From an optimization exercise on the open Yosys and OpenROAD flow, aimed at small area, a short achievable clock period and few clock cycles per item; shortcuts taken in it are not production practice. In this exercise RTL edits were held to simulation tests only and were not proved equivalent to the original. No activity file was given, so power comes from the tool's default toggle rates.

File: flow/config.mk
export PLATFORM = sky130hd
export DESIGN_NAME = flash_log_item_directory
export DESIGN_NICKNAME = flash_log_item_directory
export VERILOG_FILES = /design/flow/design.v
export SDC_FILE = /design/flow/constraint.sdc
export NUM_CORES = 4
export LEC_CHECK = 0
export CAP_MARGIN = 20
export CORE_MARGIN = 2
export CORE_UTILIZATION = 40
export SLEW_MARGIN = 20
File: flow/constraint.sdc
create_clock -name core_clock -period 8.0 [get_ports {i_clk}]
set_input_delay 1.6000 -clock core_clock [delete_from_list [all_inputs] [get_ports {i_clk}]]
set_output_delay 1.6000 -clock core_clock [all_outputs]
set_load 0.01 [all_outputs]
File: flow/run.sh
#!/bin/bash
# synth_recipe.tcl (not shown) runs the flow's synth.tcl, then flattens the netlist and writes it again
# the make line also repeats each setting of config.mk as NAME=value (left out here)
make -C /OpenROAD-flow-scripts/flow DESIGN_CONFIG=/design/flow/config.mk WORK_HOME=/design/flow/orfs CLKGATE_MAP_FILE= SYNTH_SCRIPT=/design/flow/synth_recipe.tcl finish
File: flow/design.v
module flash_log_item_directory #(
    parameter int ENTRY_COUNT = 35
) (
    input  logic        i_clk,
    input  logic        i_rst_n,
    input  logic        i_s_axis_tvalid,
    output logic        o_s_axis_tready,
    input  logic [63:0] i_s_axis_tdata,   
    input  logic [1:0]  i_s_axis_tuser,   
    output logic        o_m_axis_tvalid,
    input  logic        i_m_axis_tready,
    output logic [47:0] o_m_axis_tdata,   
    output logic [1:0]  o_m_axis_tuser    
);
    localparam int ID_W   = 8;
    localparam int ADDR_W = 24;
    localparam int LEN_W  = 24;
    localparam int BLK_W  = 8;
    localparam int OP_W   = 2;
    localparam int ENT_W  = ID_W + ADDR_W + LEN_W;
    localparam logic [ID_W-1:0] ID_EMPTY = 8'hFF;
    typedef enum logic [OP_W-1:0] {
        OP_RECORD     = 2'd0,
        OP_LOOKUP     = 2'd1,
        OP_INVALIDATE = 2'd2,
        OP_NONE       = 2'd3
    } t_op;
    typedef enum logic [4:0] {
        S_IDLE  = 5'b00001,
        S_SCAN  = 5'b00010,
        S_SHIFT = 5'b00100,
        S_TAIL  = 5'b01000,
        S_DONE  = 5'b10000
    } t_state;
    typedef struct packed {
        logic [LEN_W-1:0]  len;
        logic [ADDR_W-1:0] addr;
        logic [ID_W-1:0]   id;
    } t_entry;
    localparam int IW = (ENTRY_COUNT > 1) ? $clog2(ENTRY_COUNT) : 1;
    localparam logic [IW-1:0] LAST = IW'(ENTRY_COUNT - 1);
    logic [ENT_W-1:0]       r_mem [0:ENTRY_COUNT-1];
    t_entry                 r_mem_q;
    logic                   r_q_vld;
    logic [ENTRY_COUNT-1:0] r_vld;
    t_state            r_state, n_state;
    logic              r_issue, n_issue;
    logic [IW-1:0]     r_rd_idx, n_rd_idx;
    logic              r_ev, n_ev;
    logic [IW-1:0]     r_ev_idx, n_ev_idx;
    logic [OP_W-1:0]   r_op, n_op;
    logic [ID_W-1:0]   r_id, n_id;
    logic [ADDR_W-1:0] r_addr, n_addr;
    logic [LEN_W-1:0]  r_len, n_len;
    logic [BLK_W-1:0]  r_blk, n_blk;
    logic              r_res_found, n_res_found;
    logic              r_res_evict, n_res_evict;
    logic [ADDR_W-1:0] r_res_addr, n_res_addr;
    logic [LEN_W-1:0]  r_res_len, n_res_len;
    logic              r_out_vld, n_out_vld;
    logic              r_out_found, n_out_found;
    logic              r_out_evict, n_out_evict;
    logic [ADDR_W-1:0] r_out_addr, n_out_addr;
    logic [LEN_W-1:0]  r_out_len, n_out_len;
    logic          w_in_acc;
    logic          w_we;
    logic [IW-1:0] w_waddr;
    t_entry        w_wdata;
    logic          w_vld_set;
    logic          w_vld_clr;
    t_entry        w_d;
    t_entry        w_new;
    logic          w_down;
    logic          w_issue_end;
    assign o_s_axis_tready = (r_state == S_IDLE);
    assign w_in_acc        = i_s_axis_tvalid & o_s_axis_tready;
    assign w_d             = r_q_vld ? r_mem_q : '1;
    assign w_new           = {r_len, r_addr, r_id};
    assign w_down          = (r_op == OP_LOOKUP);
    assign w_issue_end     = w_down ? (r_rd_idx == '0) : (r_rd_idx == LAST);
    assign o_m_axis_tvalid = r_out_vld;
    assign o_m_axis_tdata  = {r_out_len, r_out_addr};
    assign o_m_axis_tuser  = {r_out_evict, r_out_found};
    always_comb begin
        n_state     = r_state;
        n_issue     = r_issue;
        n_rd_idx    = r_rd_idx;
        n_ev        = r_ev;
        n_ev_idx    = r_ev_idx;
        n_op        = r_op;
        n_id        = r_id;
        n_addr      = r_addr;
        n_len       = r_len;
        n_blk       = r_blk;
        n_res_found = r_res_found;
        n_res_evict = r_res_evict;
        n_res_addr  = r_res_addr;
        n_res_len   = r_res_len;
        n_out_vld   = r_out_vld;
        n_out_found = r_out_found;
        n_out_evict = r_out_evict;
        n_out_addr  = r_out_addr;
        n_out_len   = r_out_len;
        w_we        = 1'b0;
        w_waddr     = r_ev_idx;
        w_wdata     = w_d;
        w_vld_set   = 1'b0;
        w_vld_clr   = 1'b0;
        if (r_out_vld && i_m_axis_tready) begin
            n_out_vld = 1'b0;
        end
        if ((r_state == S_SCAN) || (r_state == S_SHIFT)) begin
            n_ev     = r_issue;
            n_ev_idx = r_rd_idx;
            if (r_issue) begin
                if (w_issue_end) begin
                    n_issue = 1'b0;
                end else if (w_down) begin
                    n_rd_idx = r_rd_idx - IW'(1);
                end else begin
                    n_rd_idx = r_rd_idx + IW'(1);
                end
            end
        end
        case (r_state)
            S_IDLE: begin
                if (w_in_acc) begin
                    n_op        = i_s_axis_tuser;
                    n_id        = i_s_axis_tdata[7:0];
                    n_addr      = i_s_axis_tdata[31:8];
                    n_len       = i_s_axis_tdata[55:32];
                    n_blk       = i_s_axis_tdata[63:56];
                    n_res_found = 1'b0;
                    n_res_evict = 1'b0;
                    n_res_addr  = '0;
                    n_res_len   = '0;
                    n_ev        = 1'b0;
                    case (i_s_axis_tuser)
                        OP_RECORD, OP_INVALIDATE: begin
                            n_state  = S_SCAN;
                            n_issue  = 1'b1;
                            n_rd_idx = '0;
                        end
                        OP_LOOKUP: begin
                            n_state  = S_SCAN;
                            n_issue  = 1'b1;
                            n_rd_idx = LAST;
                        end
                        default: begin
                            n_state = S_DONE;
                            n_issue = 1'b0;
                        end
                    endcase
                end
            end
            S_SCAN: begin
                if (r_ev) begin
                    case (r_op)
                        OP_RECORD: begin
                            if ((w_d.id == ID_EMPTY) || (w_d.id == r_id)) begin
                                w_we      = 1'b1;
                                w_wdata   = w_new;
                                w_vld_set = 1'b1;
                                n_state   = S_DONE;
                                n_issue   = 1'b0;
                                n_ev      = 1'b0;
                            end else if (r_ev_idx == LAST) begin
                                n_state  = S_SHIFT;
                                n_issue  = 1'b1;
                                n_rd_idx = IW'(1);
                                n_ev     = 1'b0;
                            end
                        end
                        OP_LOOKUP: begin
                            if (w_d.id == r_id) begin
                                n_res_found = 1'b1;
                                n_res_addr  = w_d.addr;
                                n_res_len   = w_d.len;
                                n_state     = S_DONE;
                                n_issue     = 1'b0;
                                n_ev        = 1'b0;
                            end else if (r_ev_idx == '0) begin
                                n_state = S_DONE;
                                n_ev    = 1'b0;
                            end
                        end
                        OP_INVALIDATE: begin
                            if ((w_d.id != ID_EMPTY) && (w_d.addr[23:16] == r_blk)) begin
                                w_vld_clr = 1'b1;
                            end
                            if (r_ev_idx == LAST) begin
                                n_state = S_DONE;
                                n_ev    = 1'b0;
                            end
                        end
                        default: begin
                            n_state = S_DONE;
                            n_issue = 1'b0;
                            n_ev    = 1'b0;
                        end
                    endcase
                end
            end
            S_SHIFT: begin
                if (r_ev) begin
                    w_we      = 1'b1;
                    w_waddr   = r_ev_idx - IW'(1);
                    w_wdata   = w_d;
                    w_vld_set = 1'b1;
                    if (r_ev_idx == LAST) begin
                        n_state = S_TAIL;
                        n_ev    = 1'b0;
                    end
                end
            end
            S_TAIL: begin
                w_we        = 1'b1;
                w_waddr     = LAST;
                w_wdata     = w_new;
                w_vld_set   = 1'b1;
                n_res_evict = 1'b1;
                n_state     = S_DONE;
            end
            S_DONE: begin
                if (!r_out_vld || i_m_axis_tready) begin
                    n_out_vld   = 1'b1;
                    n_out_found = r_res_found;
                    n_out_evict = r_res_evict;
                    n_out_addr  = r_res_addr;
                    n_out_len   = r_res_len;
                    n_state     = S_IDLE;
                end
            end
            default: begin
                n_state = S_IDLE;
                n_issue = 1'b0;
                n_ev    = 1'b0;
            end
        endcase
    end
    always_ff @(posedge i_clk) begin
        if (w_we) begin
            r_mem[w_waddr] <= w_wdata;
        end
        r_mem_q <= r_mem[r_rd_idx];
        r_q_vld <= r_vld[r_rd_idx];
    end
    always_ff @(posedge i_clk) begin
        if (!i_rst_n) begin
            r_vld <= '0;
        end else if (w_vld_set) begin
            r_vld[w_waddr] <= 1'b1;
        end else if (w_vld_clr) begin
            r_vld[w_waddr] <= 1'b0;
        end
    end
    always_ff @(posedge i_clk) begin
        if (!i_rst_n) begin
            r_state   <= S_IDLE;
            r_issue   <= 1'b0;
            r_ev      <= 1'b0;
            r_out_vld <= 1'b0;
        end else begin
            r_state   <= n_state;
            r_issue   <= n_issue;
            r_ev      <= n_ev;
            r_out_vld <= n_out_vld;
        end
    end
    always_ff @(posedge i_clk) begin
        r_rd_idx    <= n_rd_idx;
        r_ev_idx    <= n_ev_idx;
        r_op        <= n_op;
        r_id        <= n_id;
        r_addr      <= n_addr;
        r_len       <= n_len;
        r_blk       <= n_blk;
        r_res_found <= n_res_found;
        r_res_evict <= n_res_evict;
        r_res_addr  <= n_res_addr;
        r_res_len   <= n_res_len;
        r_out_found <= n_out_found;
        r_out_evict <= n_out_evict;
        r_out_addr  <= n_out_addr;
        r_out_len   <= n_out_len;
    end
endmodule
==> reports/qor.csv <==
stage,metric,value,unit
timing,rsz0062_at_grt,no,
pwr,vdd_drop_max,0.000257,V
die,io_pins,122,
worst_setup_path,path_buf_inv,3,
synth,synth.cell_area,0.0864,sq mm
cells_and_area,layout_commonest_cell,edfxtp_1,
worst_setup_path,r2r_cells,9,
worst_setup_path,worstPathMaxFanout,33,
place,dpl_cell_area,0.0919,sq mm
timing,max_clock_freq,187,MHz
worst_setup_path,worst_ep_required_time,8.46,ns
timing,worst_pin_slew,1.16,ns
worst_setup_path,r2r-start,r_q_vld,
clock_network,clk_latency,0.89,ns
place,dp.cells,7564,
detailed_routing,route.detailed.drc,0,
die,die_area,0.220,sq mm
clock_network,hold_buffers,0,
synth,async_flop_share,0,
cells_and_area,nets,5026,
worst_setup_path,worst-path-stages,9,
pwr,comb_power_share,0.075,
timing,whs,0.420,ns
place,hpwl,130000,um
cells_and_area,most-common-layout-cells,"2132 x edfxtp_1, 551 x mux2i_1, 283 x nor2_1",
timing,final-hold-violation-count,0,
pwr,p_clk_frac,0.408,
timing,fin_crit,5.33,ns
timing,slew_headroom,0.221,
die,initial_core_util,0.403,
cells_and_area,drive_gt1_frac,0.155,
detailed_routing,wl_met1,98400,um
die,dieWidth,469,um
die,die_h,469,um
cells_and_area,fillers,17800,
worst_setup_path,path_class,reg2reg,
synth,ys_types,79,
detailed_routing,top_layer,met5,
timing,min_period_over_period,0.667,
cells_and_area,final_cell_area,0.0992,sq mm
worst_setup_path,worstPathArrival,5.79,ns
die,rows,170,
pwr,pwr-share-seq,0.517,
clock_network,cts_made_buffers,220,
place,portBuffers,121,
detailed_routing,routed_via_density,5.73,
pwr,sw_frac_of_total,0.234,
detailed_routing,first_pass_iters,5,
clock_network,post_cts_buffers,0,
synth,synth_edf_count,2132,
min_path,worstHoldPathType,reg2reg,
detailed_routing,ant_nets,0,
synth,syn-num-nets,4857,
worst_setup_path,cp-endpoint,r_mem[18][51],
timing,drv_slew,0,
cells_and_area,fin_cells,7983,
clock_network,postCtsResizedCells,0,
global_routing,grt_pass1_wl,330000,um
pwr,internal_power,19400,uW
worst_setup_path,path_cells,buf_4 -> inv_2 -> or4_1 -> a32oi_1 -> a21oi_1 -> o21ai_2 -> nand3_1 -> nor2_4 -> buf_4,
detailed_routing,via_count,45700,
detailed_routing,dr_wl_met3,14900,um
worst_setup_path,crit_family,simple AND/OR/NAND/NOR gates,
clock_network,cts_tree,done,
cells_and_area,area_growth,14.8,%
worst_setup_path,crit_top_cell,buf_4,
synth,synth-seq-area-share,0.766,
timing,clock_skew,0.0622,ns
synth,synthFlopType,edfxtp_1,
detailed_routing,wl_met2,112000,um
worst_setup_path,worst_setup_path_start_kind,flip-flop,
timing,fin_setup_tns,0,ns
detailed_routing,wl,232000,um
detailed_routing,first_iter_violations,5166,
worst_setup_path,r2r_setup_slack,2.67,ns
pwr,switchingPower,5930,uW
timing,finalSetupViolations,0,
clock_network,clkSlewWorstSetupHoldPaths,0.06,ns
detailed_routing,wl_per_cell,29.0,um
global_routing,grt_pass1_vias,45300,
clock_network,clockBufferDepth,3,
flow_run,drv_cap,0,
synth,ys_seq_elements,2238,
worst_setup_path,worstSetupStartpoint,r_q_vld,
global_routing,grt_usage,0.208,
worst_setup_path,r2r-end,r_mem[18][51],
global_routing,overflow,0,
synth,synth_cells,4782,
worst_setup_path,worstSetupEndpointType,flip-flop,
worst_setup_path,critical-path-slowest-cell,nor2_4,
clock_network,htree_num_levels,4,
global_routing,grt_max_degree,116,
synth,yosysWarnings,1,
pwr,p_per_area,255,mW/mm^2
synth,syn_area_per_cell,18.1,sq um
place,gp_congestion,0.819,
worst_setup_path,critPathMaxStageDelay,0.93,ns
die,design.core.area,0.215,sq mm
pwr,leakage,0.0310,uW
global_routing,antenna_found_initial,4,
clock_network,cts_sinks,2238,
clock_network,cts_root_buf,clkbuf_16,
run_status,outcome,"complete, no violations",
==> worst min path at each step <==
| stage | from | endpoint | slack [ns] | cells after the start |
|---|---|---|---|---|
| after floorplan | r_res_addr[0] | r_out_addr[0] | 0.40 | 0 |
| after global placement | r_res_addr[2] | r_out_addr[2] | 0.40 | 0 |
| after detailed placement | r_res_addr[13] | r_out_addr[13] | 0.41 | 0 |
| after CTS | r_res_addr[18] | r_out_addr[18] | 0.42 | 0 |
| after global routing | r_res_addr[18] | r_out_addr[18] | 0.42 | 0 |
| final | r_res_addr[19] | r_out_addr[19] | 0.42 | 0 |
==> power groups by stage <==
stage	logic (uW)	clock network, uW	registers (uW)
6_report	1910	10300	13100
4_1_cts	1920	10500	13100
2_1_floorplan	1230	0	13200
3_5_place_dp	1910	0	13300
3_3_place_gp	1900	0	13300
5_1_grt	2010	10900	13100
==> final cells by class <==
cell class                 instances  area [sq um]  area share
timing repair buffer             241          2330      0.0235
multi-input combinational       2230         19900       0.200
inverter                          20          77.6    0.000782
sequential                      2238         66200       0.667
antenna                            1          2.50   0.0000252
tap                             2838          3550      0.0358
clock buffer                     277          5840      0.0589
clock inverter                   138          1370      0.0138
==> Yosys cell counts, drive strengths merged, types with 14 or more instances <==
cell type     n  share of area
edfxtp     2132           0.74
a21oi       237          0.014
inv          20        0.00087
dfxtp       106          0.025
nor2        320          0.014
nand3       133         0.0077
clkbuf      206         0.0089
buf          88         0.0045
a211oi       64         0.0056
nor2b        14         0.0010
mux4        228          0.059
o221ai       59         0.0060
o22ai        63         0.0046
nand2        68         0.0030
o21ai        16        0.00097
nand2b      118         0.0086
mux2i       552          0.064
nand4        31         0.0022
a22oi       171          0.015
==> sequential cells by signal, indices dropped and copies added (netlist names), named ones only <==
signal       flops
r_res_evict      1
r_out_found      1
r_op             2
r_mem         1960
r_blk            8
r_rd_idx         6
r_len           24
r_res_addr      24
r_q_vld          1
r_mem_q         56
r_out_vld        1
r_out_len       24
r_res_len       24
r_ev_idx         6
r_out_addr      24
r_id             8
r_res_found      1
r_addr          24
r_issue          1
r_out_evict      1
r_ev             1
r_state          5
==> routing by layer <==
layer	vias to the layer above	GRT usage
met3	308	0.0328
li1	19500	-
met1	24100	0.290
met2	1702	0.340
met4	2	0.0587
met5	-	0
==> metrics by stage <==
step	setup slack, ns	util	power (uW)
detailed placement	2.77	0.428	15200
finish	2.67	0.462	25300
global route	2.53	0.462	26000
floorplan	3.12	-	14400
global placement	2.80	0.428	15200
CTS	2.73	0.462	25500
==> logic make-up (layout without fill, tap and decap cells) <==
family / count (synthesis) / after routing / share of synthesized area
buf+inv: 314 / 676 / 0.0143
flops: 2238 / 2238 / 0.766
simple gates: 763 / 763 / 0.0433
compound gates: 663 / 663 / 0.0508
mux: 781 / 781 / 0.124
fa+ha+maj: 5 / 5 / 0.000724
xor+xnor: 18 / 18 / 0.00182
other cells: 0 / 1 / 0
Testbench counts, summed over its fixed seeds: cycles 150,713, items 4,800.

## afterwards: timing with drivers on the ports
No port has a modelled driver above. Below, the same layout with a new extraction and two added sets of constraints.
Step 1 sets driving cells, clkbuf_16 on the clock port and buf_2 on the other inputs (assumed; they add their load-dependent delay and slew).
Step 2 adds t to the input delays and takes it off the output delays; t is the mean of the earliest and latest rising clock arrival at the registers after step 1. Input paths then give back, and output paths get back, about the clock's delay inside the block.
a / b / c = ideal / step 1 / step 2; a / b = the first two.
t, ns: 0.941
slack for setup (ns): 2.666 / 2.666 / 2.666
slew at the worst register clock pin (ns): 0.07 / 0.07
After both steps this run still meets setup and hold. The setup slack of this run moves by 0.000 ns with the drivers and by 0.000 ns with both steps.
